Background: an optimization exercise with open tools, aiming at a short achievable clock period and few clock cycles. Do not read the settings as production practice. At most, simulation tests tie the RTL to the original design; equivalence was not proved. Power is estimated from default activity; no workload was simulated.

// cpuTop
module cpuTop (
    input  logic clock,
    input  logic rstN,
    output logic [31:0] imemAddress,
    input  logic [31:0] imemData,
    output logic [31:0] dmemAddress,
    output logic [31:0] dmemData,
    output logic dmemWren,
    input  logic [31:0] dmemQ
);
Size: roughly 10000 cells after synthesis, about 2200 flip-flops, ~160 I/O pins, roughly 110000 µm² of cells after synthesis.
==> module pfxAdd, before the edit <==
module pfxAdd #(
    parameter int W = 32
) (
    input  logic [W-1:0] a,
    input  logic [W-1:0] b,
    input  logic cin,
    output logic [W-1:0] s,
    output logic cout
);
    localparam int L = 5;              
    logic [W-1:0] g [0:L];
    logic [W-1:0] p [0:L];
    logic [W:0] c;
    assign g[0] = a & b;
    assign p[0] = a ^ b;
    for (genvar l = 0; l < L; l++) begin : lvl
        for (genvar i = 0; i < W; i++) begin : bit_
            if (i >= (1 << l)) begin : mrg
                assign g[l+1][i] = g[l][i] | (p[l][i] & g[l][i-(1<<l)]);
                assign p[l+1][i] = p[l][i] & p[l][i-(1<<l)];
            end else begin : pass
                assign g[l+1][i] = g[l][i];
                assign p[l+1][i] = p[l][i];
            end
        end
    end
    assign c[0] = cin;
    for (genvar i = 0; i < W; i++) begin : cy
        assign c[i+1] = g[L][i] | (p[L][i] & cin);
    end
    assign s = p[0] ^ c[W-1:0];
    assign cout = c[W];
endmodule
export LEC_CHECK = 0
export ABC_CLOCK_PERIOD_IN_PS = 3500
export CAP_MARGIN = 20
export CELL_PAD_IN_SITES_DETAIL_PLACEMENT = 1
export CELL_PAD_IN_SITES_GLOBAL_PLACEMENT = 2
export CORE_MARGIN = 2
export CORE_UTILIZATION = 35
export SETUP_SLACK_MARGIN = 5
export SLEW_MARGIN = 20
create_clock -name core_clock -period 9.0 [get_ports {clock}]
run.sh (not shown) runs the stock make flow with config.mk's settings and CLKGATE_MAP_FILE= SYNTH_SCRIPT=/design/flow/synth_recipe.tcl, a recipe that flattens the netlist after the stock synthesis.
The starting point finished clean.
Testbench counts at the start, summed over its fixed seeds: cycles 101,277.
==> next run, changes <==
--- a/flow/design.v
+++ b/flow/design.v
@@ -75,5 +75,5 @@
     output logic cout
 );
-    localparam int L = 5;              
+    localparam int L = $clog2(W);
     logic [W-1:0] g [0:L];
     logic [W-1:0] p [0:L];
Area after synthesis is unchanged.
Clock-buffer cell count does not change.
Die area is unchanged.
Core utilization is unchanged.
Combinational power hardly moves.
Via count is unchanged.
Function not checked in the second run of this note: the RTL went through the layout flow alone.

* * *

== lane 3 ==
Another version of the RTL of cpuTop (not shown whole).
Size: about 9500 cells after synthesis, ~160 I/O pins.
export LEC_CHECK = 0
export ABC_CLOCK_PERIOD_IN_PS = 3500
export CAP_MARGIN = 20
export CELL_PAD_IN_SITES_DETAIL_PLACEMENT = 1
export CELL_PAD_IN_SITES_GLOBAL_PLACEMENT = 2
export CORE_MARGIN = 2
export CORE_UTILIZATION = 35
export SLEW_MARGIN = 20
create_clock -name core_clock -period 9.0 [get_ports {clock}]
standard.sh (not shown) runs the stock make flow with config.mk's settings and CLKGATE_MAP_FILE= SYNTH_SCRIPT=/design/flow/synth_recipe.tcl, a recipe that flattens the netlist after the stock synthesis.
==> flow/flow/run.sh <==
#!/bin/bash
set -euo pipefail
export BUFFER_PORTS_ARGS="-buffer_cell sky130_fd_sc_hd__buf_4"
export SETUP_SLACK_MARGIN=6.5
bash standard.sh > standard_flow.log 2>&1
--- input diff lane 3..lane 5 ---
--- a/flow/design.v
+++ b/flow/design.v
@@ -131,15 +131,15 @@
     logic [31:0] pcP1D, predTgtD;
     logic        predTkD, jrLinkD;
     logic [1:0]  bpCtrD, bpCtrE, bpCtrM;       
     logic [bpBits-1:0] bpIdxD;
     logic        vE, weE, ldE, stE, brE, bltE, jrE, jalE;
     logic [4:0]  rdE, shE;
     logic [31:0] xE, yE, sE;
-    logic        fXmE, fYmE, fSmE;
+    logic [31:0] res;                          
     logic        sdLdE, lXE, lYE;
     logic        selAddE, selSubE, selAndE, selOrE, selSllE, selSraE, selLinkE;
     logic [31:0] pcP1E, altE, predTgtE;
     logic        predTkE, jrLinkE;
     logic [bpBits-1:0] bpIdxE;
     logic [31:0] resM, sdM;
     logic [4:0]  rdM;
@@ -287,20 +287,17 @@
             jalE  <= vD && !redirect && !stall && isJalD;
         end
     end
     always_ff @(posedge clock) begin
         rdE <= destD;
         shE <= shD;
         bltE <= isBltD;
-        xE <= rA;
-        yE <= immSelD ? immExtD : rB;
-        sE <= rB;
-        fXmE <= weE && rdE == srcAD;
-        fYmE <= !immSelD && weE && rdE == srcBD;
-        fSmE <= weE && rdE == srcBD;
+        xE <= (weE && rdE == srcAD) ? res : rA;
+        yE <= immSelD ? immExtD : (weE && rdE == srcBD) ? res : rB;
+        sE <= (weE && rdE == srcBD) ? res : rB;
         sdLdE <= ldE && rdE == srcBD;
         lXE <= ldE && rdE == srcAD;
         lYE <= ldE && rdE == srcBD;
         selSubE  <= fnD == 5'd1;
         selAndE  <= fnD == 5'd2;
         selOrE   <= fnD == 5'd3;
         selSllE  <= fnD == 5'd4;
@@ -311,19 +308,19 @@
         altE <= predTkD ? pcP1D : brTgtD;
         predTgtE <= predTgtD;
         predTkE <= predTkD;
         bpCtrE <= bpCtrD;
         jrLinkE <= jrLinkD;
         bpIdxE <= bpIdxD;
     end
-    logic [31:0] X, Y, S, Xc, Yc, sum, diff, other, res, sraRes;
+    logic [31:0] X, Y, S, Xc, Yc, sum, diff, other, sraRes;
     logic        ltU, ne, lt, takenE, cyS, cyD, misE;
-    assign X = fXmE ? resM : xE;
-    assign Y = fYmE ? resM : yE;
-    assign S = fSmE ? resM : sE;
+    assign X = xE;
+    assign Y = yE;
+    assign S = sE;
     pfxAdd #(.W(32)) addU (.a(X), .b(Y), .cin(1'b0), .s(sum), .cout(cyS));
     pfxAdd #(.W(32)) subU (.a(X), .b(~Y), .cin(1'b1), .s(diff), .cout(cyD));
     assign sraRes = $signed(X) >>> shE;
     assign other = ({32{selAndE}} & (X & Y)) | ({32{selOrE}} & (X | Y)) |
                    ({32{selSllE}} & (X << shE)) | ({32{selSraE}} & sraRes) |
                    ({32{selLinkE}} & pcP1E);
     assign res = ({32{selAddE}} & sum) | ({32{selSubE}} & diff) | other;
[summary]
- Lane 5 falls short of lane 3 in setup slack.
- Delay contributed by the slowest stage of the critical path: lane 5 > lane 3
- | non-clock buffer count | lower: lane 5 |
- Maximum frequency (lane 5 vs. lane 3) decreases by a few percent
- On largest fanout of any net on the critical path: between lane 5 and lane 3, it ends up higher for lane 5.
- Of lane 5 and lane 3, lane 3 shows the lower fraction of the cycle the final worst path needs, with lane 5 above it.
- Diff lane 3..lane 5 | number of sequential storage elements | negligible
- Of lane 5 and lane 3, the run reporting the higher clock share of power was lane 3.
- In the flow results for lane 5 and lane 3, the switching power total is larger on lane 5.
- After detailed routing, lane 3 needs less wire than lane 5.
- On sequential-cell power consumption, lane 5 and lane 3 are neck and neck.
- Comparing lane 3 with lane 5, the final hold slack came out essentially unchanged.
- Power ends up lower on lane 3.
- The met2 global-route usage on lane 3 is in line with that on lane 5.
Testbench counts of lane 5, summed over its fixed seeds: cycles 103,370.
For lane 3, only the layout was checked, not whether the RTL still works.

## afterwards: timing with drivers on the ports
The flow's constraints put no driver on any port. The routed layouts listed below were extracted and timed again, unchanged, in two steps. Step 1 sets driving cells, clkbuf_16 on the clock port and buf_2 on the other inputs (assumed; they add their load-dependent delay and slew). Step 2, shift: input delay + t, output delay - t, t = (earliest + latest rising clock arrival at the registers) / 2. This alone moves slack from input paths to output paths. a / b / c = no drivers / after step 1 / after step 2; a / b = the first two.
run | shift t [ns] | setup WS [ns] | hold WS [ns] | worst setup path at the end | latest minus earliest clock arrival (ns)
the first run of note 1 | 1.019 | 4.348 / 4.348 / 3.523 | 0.324 / 0.324 / 0.324 | input to register | 0.080 / 0.080
the second run of note 1 | 1.019 | 4.348 / 4.348 / 3.523 | 0.324 / 0.324 / 0.324 | input to register | 0.080 / 0.080
lane 3 | 1.017 | 5.166 / 5.166 / 4.237 | 0.325 / 0.325 / 0.325 | input to register | 0.046 / 0.046
lane 5 | 0.988 | 4.971 / 4.971 / 4.198 | 0.324 / 0.324 / 0.324 | input to register | 0.060 / 0.059
After both steps setup and hold are still met in every run listed. The setup slack of lane 3, which loses most, moves by 0.000 ns with the drivers and by -0.929 ns with both steps.
